From an optimization exercise on the open Yosys and OpenROAD flow, aimed at small area, a short achievable clock period and few clock cycles per item; shortcuts taken in it are not production practice.
Function was checked by simulation only, so behaviour that the tests miss may differ from the original.

==> flow/design.v, too long to show whole: its modules and the start of the top module <==
// module act_requant_pipe: 2286 lines
// module arp_fa: 10 lines
// module arp_ha: 9 lines
module act_requant_pipe #(
   parameter int LANES    = 4,
   parameter int IN_W     = 24,
   parameter int OUT_W    = 8,
   parameter int DQ_SHIFT = 13,
   parameter int RQ_SHIFT = 8,
   parameter int LEN_W    = 16
) (
   input  logic                clk,
   input  logic                rst,
   input  logic                start,
   input  logic [1:0]          cfg_mode,
   input  logic [IN_W-1:0]     cfg_bias,
   input  logic [7:0]          cfg_dq_scale,
   input  logic [7:0]          cfg_rq_scale,
   input  logic [LEN_W-1:0]    cfg_len,
   input  logic                in_valid,
   output logic                in_ready,
   input  logic [LANES*IN_W-1:0] in_data,
   output logic                out_valid,
   input  logic                out_ready,
   output logic [LANES*OUT_W-1:0] out_data,
   output logic                out_last,
   output logic                busy,
   output logic                done,
   output logic [15:0]         sat_cnt
);
  // ...
==> flow/flow/run.sh <==
#!/bin/bash
cp standard.sh standard.sh.txt
sed -e 's/SETUP_SLACK_MARGIN=[-0-9.]*/SETUP_SLACK_MARGIN=8.5/' standard.sh > standard_margin.sh
export BUFFER_PORTS_ARGS="-buffer_cell sky130_fd_sc_hd__buf_4"
bash standard_margin.sh > standard.log 2>&1
==> flow/standard.sh <==
#!/bin/bash
# synth_recipe.tcl (not shown) runs the flow's synth.tcl, then flattens the netlist and writes it again
# the make line also repeats each setting of config.mk as NAME=value (left out here)
make -C /OpenROAD-flow-scripts/flow DESIGN_CONFIG=/design/flow/config.mk WORK_HOME=/design/flow/orfs CLKGATE_MAP_FILE= SYNTH_SCRIPT=/design/flow/synth_recipe.tcl "${@:-finish}"
==> flow/config.mk <==
export PLATFORM = sky130hd
export DESIGN_NAME = act_requant_pipe
export DESIGN_NICKNAME = act_requant_pipe
export VERILOG_FILES = /design/flow/design.v
export SDC_FILE = /design/flow/constraint.sdc
export NUM_CORES = 4
export LEC_CHECK = 0
export CAP_MARGIN = 20
export CORE_MARGIN = 2
export CORE_UTILIZATION = 40
export SETUP_SLACK_MARGIN = 5
export SLEW_MARGIN = 20
export SYNTH_HIERARCHICAL = 1
export SYNTH_MINIMUM_KEEP_SIZE = 0
==> flow/constraint.sdc <==
create_clock -name core_clock -period 13.0 [get_ports {clk}]
set_input_delay 2.6000 -clock core_clock [delete_from_list [all_inputs] [get_ports {clk}]]
set_output_delay 2.6000 -clock core_clock [all_outputs]
set_load 0.01 [all_outputs]
==> results.yml, run 1 <==
global_routing:
  grt_start_max_net_pins: 146
clock_network:
  cts.sinks: 591
  post_cts_buffers: 248
  htreeDepth: 3
  numCtsBuffers: 74
  path_clk_slew_ns: 0.06
critical_path:
  r2r-end: "g_lane[2].s2_d[13]"
  worstPathArrival_ns: 5.42
  path_cells: "buf_4, buf_6, buf_6, buf_12, a22oi_2, xnor2_2, fa_2, fa_1, fa_1, ha_4, o21a_1, o21a_1, o311ai_4, a21oi_2, buf_4, o21a_1, o21a_1, o21a_1, nor2_1, xnor2_1"
  critical_path_buf_inv_count: 5
  required_ns: 13.46
  slowest_stage: "fa_1"
  r2r_setup_slack_ns: 8.03
yosys:
  synth_compound_area_share_pct: 14.8
  yosysSeqAreaShare_pct: 23.6
  netlist_top_cells_count: "863 x xnor2_1, 795 x fa_1, 782 x ha_1"
  ys_types: 75
  syn_area_per_cell_sq_um: 10.5
drt:
  drc: 0
  met1_length_microns: 84900
  vias: 54625
  met3WireLength_microns: 11300
hold_path:
  hp-class: "flop to flop"
  whs_path_depth: 0
  min_from: "l4"
layout:
  fillerInstances: 16500
  seq_cell_count: 591
  final-clk-cell-share_pct: 2.89
  fin_cells: 9656
timing:
  clock_skew_ns: 0.0481
  worst_pin_slew_ns: 1.12
  final-setup-viol-count: 0
  fmaxAchievable_mhz: 201
placement:
  post-place-ws_ns: 6.63
  dp_cells: 9142
run:
  max_cap_violations: 0
status:
  status: "no timing/DRC/antenna violations"
Testbench counts, summed over its fixed seeds: cycles 14,693, beats 13,349.
==> run 2, diff against run 1 <==
==> flow/run.sh (new file) <==
#!/bin/bash
# synth_recipe.tcl (not shown) runs the flow's synth.tcl, then flattens the netlist and writes it again
# the make line also repeats each setting of config.mk as NAME=value (left out here)
make -C /OpenROAD-flow-scripts/flow DESIGN_CONFIG=/design/flow/config.mk WORK_HOME=/design/flow/orfs CLKGATE_MAP_FILE= SYNTH_SCRIPT=/design/flow/synth_recipe.tcl finish
removed: flow/flow/run.sh
removed: flow/standard.sh
==> results.yml, run 2 <==
status:
  status: "no timing/DRC/antenna violations"
critical_path:
  worstPathArrival_ns: 6.70
  critical_path.max_fanout: 64
  max_stage_delay_ns: 0.70
  path_common_cell: "fa_1"
  path_cells: "buf_4, buf_4, a22oi_1, xnor2_1, fa_1, fa_1, fa_1, ha_1, o211ai_1, a21oi_1, a221o_1, a22o_1, a31oi_1, o31ai_1, o41a_1, or4_1, nand4_1"
  required_ns: 13.56
  crit_type: "flop to flop"
  slowest_stage: "buf_4"
  worstSetupEndpointType: "flop"
  critPathLaunchType: "flop"
floorplan:
  die_w_microns: 432
  ios: 212
  start_util_pct: 40.2
  die_y_microns: 432
  rows: 157
  coreArea_sq_um: 183000
  die-area_sq_um: 187000
clock_network:
  cts-resized-gates: 0
  path_clk_slew_ns: 0.06
  post_cts_buffers: 0
  cts.sinks: 591
  clock_latency_ns: 0.72
  numCtsBuffers: 75
  holdBufCountCts: 0
  cts_root_buf: "clkbuf_16"
  clk_path_buf_depth: 3
  htreeDepth: 3
  cts_tree: "built"
yosys:
  ys.flop_type: "edfxtp_1"
  netlist_instances: 7013
  ys_seq_elements: 591
  ys_types: 75
  synth_xor_area_share_pct: 11.8
  ys_warn_count: 7
  syn_area_per_cell_sq_um: 10.5
  synthArstFlopShare_pct: 0
  netlist_top_cells_count: "863 x xnor2_1, 795 x fa_1, 782 x ha_1"
  synthSimpleGateAreaFrac_pct: 10.4
  synth_most_common_cell: "xnor2_1"
  synth_edf_count: 549
  muxShareOfSynthArea_pct: 0.767
  synth_top_family_by_area: "adder cells"
  synth_compound_area_share_pct: 14.8
  synthTopCellsByArea: "edfxtp_1 22%, fa_1 22%, ha_1 13%"
  yosysSeqAreaShare_pct: 23.6
  syn-num-nets: 8749
  synth_top_area_share_pct: 22.5
  netlist_area_sq_um: 73400
  synth_top_area_cell: "edfxtp_1"
  synth_fa_ha_area_share_pct: 35.0
drt:
  drt-initial-drc-count: 3468
  drc: 0
  routed_wl_microns: 177000
  viasPerCell: 5.58
  dr.pass1.iters: 6
  ant_nets: 0
  wl_per_cell_microns: 19.1
  vias: 51790
timing:
  fin_setup_tns_ns: 0
  clock_skew_ns: 0.0481
  rsz0062_at_grt: "false"
  period_minus_slack_ns: 6.14
  period_share_pct: 47.2
  slew_headroom_pct: 27.2
  worst_pin_slew_ns: 1.09
  slew_viol_final: 0
  final_hold_viol_count: 0
  final-setup-viol-count: 0
  fmaxAchievable_mhz: 163
  whs_ns: 0.422
layout:
  final_area_sq_um: 79600
  area_delta_synth_final_pct: 8.41
  largest_reg_flops: 100
  drive_above_1_share_pct: 3.85
  top_regs: "g_lane.s1_x (100), g_lane.s3_w (88), g_lane.s2_d (80)"
  seqCellArea_sq_um: 17300
  mostFrequentLayoutCells: "863 x xnor2_1, 795 x fa_1, 782 x ha_1"
  final_common_cell: "xnor2_1"
  largest-register: "g_lane.s1_x"
  fillerInstances: 17237
  nets: 8568
  multi_input_area_sq_um: 53500
global_routing:
  grt_start_max_net_pins: 167
  globalRoute.totalOverflow: 0
  grt.total_usage_pct: 19.2
  first_global_vias: 53954
  grt_pass1_wl_microns: 293000
  antenna_found_initial: 4
placement:
  routabilityCongestion: 0.869
  placed_area_sq_um: 77000
  io_buffers: 211
  post-dp-hpwl_microns: 130000
hold_path:
  hp-class: "flop to flop"
run:
  max_cap_violations: 0
run 2: cell families (layout without fill, tap and decap cells):
group / Yosys count / in the layout
xor gates and xnor gates: 992 / 992
muxes: 51 / 51
adders and majority gates: 1577 / 1577
buffers and inverters: 692 / 571
and+or+nand+nor: 1501 / 1501
AOI/OAI and AO/OA: 1609 / 1609
other: 0 / 1
DFF: 591 / 591
run 2: area by class of cell:
| cell class | instances | area share [%] |
|---|---|---|
| tap | 2385 | 3.75 |
| clock inverter | 41 | 0.615 |
| sequential | 591 | 21.8 |
| timing repair buffer | 261 | 3.23 |
| inverter | 173 | 0.823 |
| clock buffer | 96 | 2.55 |
| antenna | 1 | 0.00315 |
| multi-input combinational | 5730 | 67.2 |
run 2: worst paths after layout:
path | from | to | slack (ns) | cells past startpoint
worst max-delay path | g_lane[1].dq_l[4] | g_lane[0].s2_d[19] | 6.86 | 17
worst min-delay path | l2 | l3 | 0.42 | 0
worst max register to register | g_lane[1].dq_l[4] | g_lane[0].s2_d[19] | 6.86 | 17
worst min register to register | l2 | l3 | 0.42 | 0
run 2: worst max-delay path: cells and delay by family, from the launching register on:
| family | cells | cell delay [ns] |
|---|---|---|
| AO/OA/AOI/OAI | 8 | 2.10 |
| XOR/XNOR | 1 | 0.20 |
| adder cells (fa/ha/maj) | 4 | 1.66 |
| buffers and inverters | 2 | 1.10 |
| flip-flops | 1 | 0.32 |
| AND/OR/NAND/NOR | 2 | 0.51 |
run 2: stage by stage:
step / utilization (%) / instances / worst slack (ns)
finish: 43.5 / 9278 / 6.86
floorplan: - / 7013 / 3.92
detailed placement: 42.2 / 9139 / 6.71
global route: 43.5 / 9278 / 6.46
global placement: 42.2 / 9139 / 6.64
CTS: 43.5 / 9276 / 6.90
run 2: per-module statistics from Yosys (local to each module, per instance):
| module | copies in the design | cells inside |
|---|---|---|
| act_requant_pipe | 1 | 5525 |
| arp_fa | 792 | 1 |
| arp_ha | 696 | 1 |
run 2: routing by layer:
metal	wire length [microns]	vias to the layer above	global-route usage [%]	part of all wire, %
li1	-	24461	-	-
met1	81300	25675	26.4	46
met2	82200	1422	31.5	46
met3	9370	232	2.90	5.3
met4	4530	0	5.31	2.6
met5	0	-	0	0
==> run 3, diff against run 2 <==
==> flow/flow/run.sh (new file) <==
#!/bin/bash
# The standard layout (standard.sh, unchanged synthesis and settings), with one change to
# how it is made: the port buffers are plain buf_2 cells instead of the delay buffer that
# buffer_ports picks by default. Every port still gets its buffer; constraints and clock are
# the standard flow's.
cp standard.sh standard.sh.txt
export BUFFER_PORTS_ARGS="-buffer_cell sky130_fd_sc_hd__buf_2"
bash standard.sh > standard.log 2>&1
==> flow/standard.sh (new file) <==
#!/bin/bash
# synth_recipe.tcl (not shown) runs the flow's synth.tcl, then flattens the netlist and writes it again
# the make line also repeats each setting of config.mk as NAME=value (left out here)
make -C /OpenROAD-flow-scripts/flow DESIGN_CONFIG=/design/flow/config.mk WORK_HOME=/design/flow/orfs CLKGATE_MAP_FILE= SYNTH_SCRIPT=/design/flow/synth_recipe.tcl "${@:-finish}"
removed: flow/run.sh
==> results.yml, run 3 <==
status:
  status: "no timing/DRC/antenna violations"
clock_network:
  path_clk_slew_ns: 0.06
  cts-resized-gates: 0
  cts_tree: "built"
  post_cts_buffers: 0
  numCtsBuffers: 73
  holdBufCountCts: 0
  cts.sinks: 591
  cts_root_buf: "clkbuf_16"
  htreeDepth: 3
  clk_path_buf_depth: 3
  clock_latency_ns: 0.70
timing:
  period_share_pct: 47.1
  fmaxAchievable_mhz: 163
  final-setup-viol-count: 0
  rsz0062_at_grt: "false"
  final_hold_viol_count: 0
  worst_slack_ns: 6.87
  period_minus_slack_ns: 6.13
  worst_pin_slew_ns: 1.03
  slew_headroom_pct: 31.1
  fin_setup_tns_ns: 0
  slew_viol_final: 0
  clock_skew_ns: 0.0358
layout:
  drive_above_1_share_pct: 6.82
  largest-register: "g_lane.s1_x"
  top_regs: "g_lane.s1_x (100), g_lane.s3_w (88), g_lane.s2_d (80)"
  largest_reg_flops: 100
  finalCoreUtilization_pct: 42.9
  final_area_sq_um: 78400
  final_common_cell: "xnor2_1"
  mostFrequentLayoutCells: "863 x xnor2_1, 795 x fa_1, 782 x ha_1"
  area_delta_synth_final_pct: 6.86
  nets: 8569
yosys:
  synth_most_common_cell: "xnor2_1"
  netlist_area_sq_um: 73400
  ys.flop_type: "edfxtp_1"
  synthTopCellsByArea: "edfxtp_1 22%, fa_1 22%, ha_1 13%"
  ys_seq_elements: 591
  ys_types: 75
  ys_warn_count: 7
  yosysSeqAreaShare_pct: 23.6
  synth_top_area_share_pct: 22.5
  netlist_instances: 7013
  synthArstFlopShare_pct: 0
  syn-num-nets: 8749
  netlist_top_cells_count: "863 x xnor2_1, 795 x fa_1, 782 x ha_1"
  synth_top_area_cell: "edfxtp_1"
  syn_area_per_cell_sq_um: 10.5
  synth_edf_count: 549
global_routing:
  grt_pass1_wl_microns: 292000
  grt.total_usage_pct: 19.1
  globalRoute.totalOverflow: 0
  grt_start_max_net_pins: 145
  antenna_found_initial: 5
  first_global_vias: 53590
hold_path:
  hp-class: "flop to flop"
  whs_path_depth: 0
  min_from: "l4"
  holdPathEnd: "l5"
floorplan:
  die_y_microns: 432
  rows: 157
  die-area_sq_um: 187000
  coreArea_sq_um: 183000
  start_util_pct: 40.2
  ios: 212
  die_w_microns: 432
critical_path:
  path_cells: "buf_4, buf_4, a22oi_1, xnor2_1, fa_1, fa_1, fa_1, ha_1, o211ai_1, a21oi_1, a221o_1, a22o_1, a31oi_1, o31ai_1, o41a_1, or4_1, nand4_1"
  required_ns: 13.55
  worstSetupEndpointType: "flop"
  slowest_stage: "buf_4"
  critical_path.max_fanout: 72
  crit_type: "flop to flop"
  max_stage_delay_ns: 0.71
  worstPathArrival_ns: 6.67
  ff2ff_path_depth: 17
  r2r-end: "g_lane[0].s2_d[19]"
  regToRegStartpoint: "g_lane[1].dq_l[0]"
  critPathLaunchType: "flop"
  path_common_cell: "fa_1"
  r2r_setup_slack_ns: 6.87
drt:
  wl_per_cell_microns: 19.1
  viasPerCell: 5.57
  drt-initial-drc-count: 3244
  ant_nets: 0
  routed_wl_microns: 177000
  vias: 51638
  dr.pass1.iters: 6
  drc: 0
placement:
  placed_area_sq_um: 76000
  post-place-ws_ns: 7.02
  post-dp-hpwl_microns: 131000
  routabilityCongestion: 0.863
  io_buffers: 211
run:
  max_cap_violations: 0
## run 3: per-layer routing
metal	vias up	part of all wire, %	track usage [%]
li1	24477	-	-
met5	-	0	0
met2	1370	47	31.6
met4	0	1.9	4.29
met1	25584	46	26.5
met3	207	5.2	2.68
## run 3: logic make-up after synthesis
family / share of synthesized area, %
fa+ha+maj: 35.0
flops: 23.6
compound gates: 14.8
xor+xnor: 11.8
mux: 0.767
simple gates: 10.4
buf+inv: 3.56
## run 3: stage by stage
stage	std cells	hold WS (ns)
CTS	9272	0.422
detailed placement	9142	0.405
global placement	9142	0.403
floorplan	7013	0.400
finish	9275	0.419
global route	9274	0.422
## run 3: worst max path at each step
stage | from | end | slack [ns] | depth (start not counted)
final | g_lane[1].dq_l[0] | g_lane[0].s2_d[19] | 6.87 | 17
after global routing | g_lane[1].dq_l[0] | g_lane[0].s2_d[19] | 6.58 | 17
after CTS | g_lane[1].dq_l[0] | g_lane[0].s2_d[19] | 6.99 | 17
after detailed placement | g_lane[1].dq_l[0] | g_lane[0].s2_d[19] | 7.02 | 17
after global placement | cfg_bias[1] | g_lane[0].s1_x[24] | 7.05 | 13
after floorplan | s_v | in_ready | 3.92 | 3
## run 3: cell type report
type | instances | area, sq um
Antenna cell | 2 | 5.00
Clock buffer | 84 | 1890
Multi-Input combinational cell | 5730 | 53500
Tap cell | 2385 | 2980
Timing Repair Buffer | 264 | 1530
Clock inverter | 46 | 524
Inverter | 173 | 654
Fill cell | 17365 | 104000
Sequential cell | 591 | 17300
## run 3: critical path, delay by kind of cell, from the launching register on
kind	cells	cell delay, ns
XOR/XNOR	1	0.21
flip-flops	1	0.32
adder cells (fa/ha/maj)	4	1.73
AND/OR/NAND/NOR	2	0.52
AO/OA/AOI/OAI	8	2.04
buffers and inverters	2	1.04
## run 3: Yosys stat by module, one instance, submodules excluded
| module | flops+latches | copies in the design | cells inside | cell area, sq um |
|---|---|---|---|---|
| act_requant_pipe | 591 | 1 | 5525 | 48800 |
| arp_ha | 0 | 696 | 1 | 12.5 |
| arp_fa | 0 | 792 | 1 | 20.0 |

==> re-timing with driven ports <==
No port has a modelled driver above. Below, the same layouts with a new extraction and two added sets of constraints. Step 1 (the two cells are an assumption about what drives the block):
set clk [get_ports {clk}]
set_driving_cell -lib_cell sky130_fd_sc_hd__clkbuf_16 $clk
set_driving_cell -lib_cell sky130_fd_sc_hd__buf_2 [delete_from_list [all_inputs] $clk]
Step 2 moves the port delays by t, midway between the first and last clock arrival at a register: inputs arrive t later, outputs are due t later. That takes back most of the time a late clock gives input paths. Slacks: ideal / step 1 / step 2; pairs: ideal / step 1.
run | t (ns) | slack for setup (ns) | worst setup path at the end
run 1 | 0.786 | 8.032 / 8.032 / 7.721 | input to register
run 2 | 0.776 | 6.858 / 6.858 / 6.693 | input to register
run 3 | 0.760 | 6.871 / 6.871 / 6.871 | register to register
After both steps setup and hold are still met in every run listed. For run 1, which loses most, drivers alone change the setup slack by 0.000 ns; drivers and shift together by -0.311 ns.
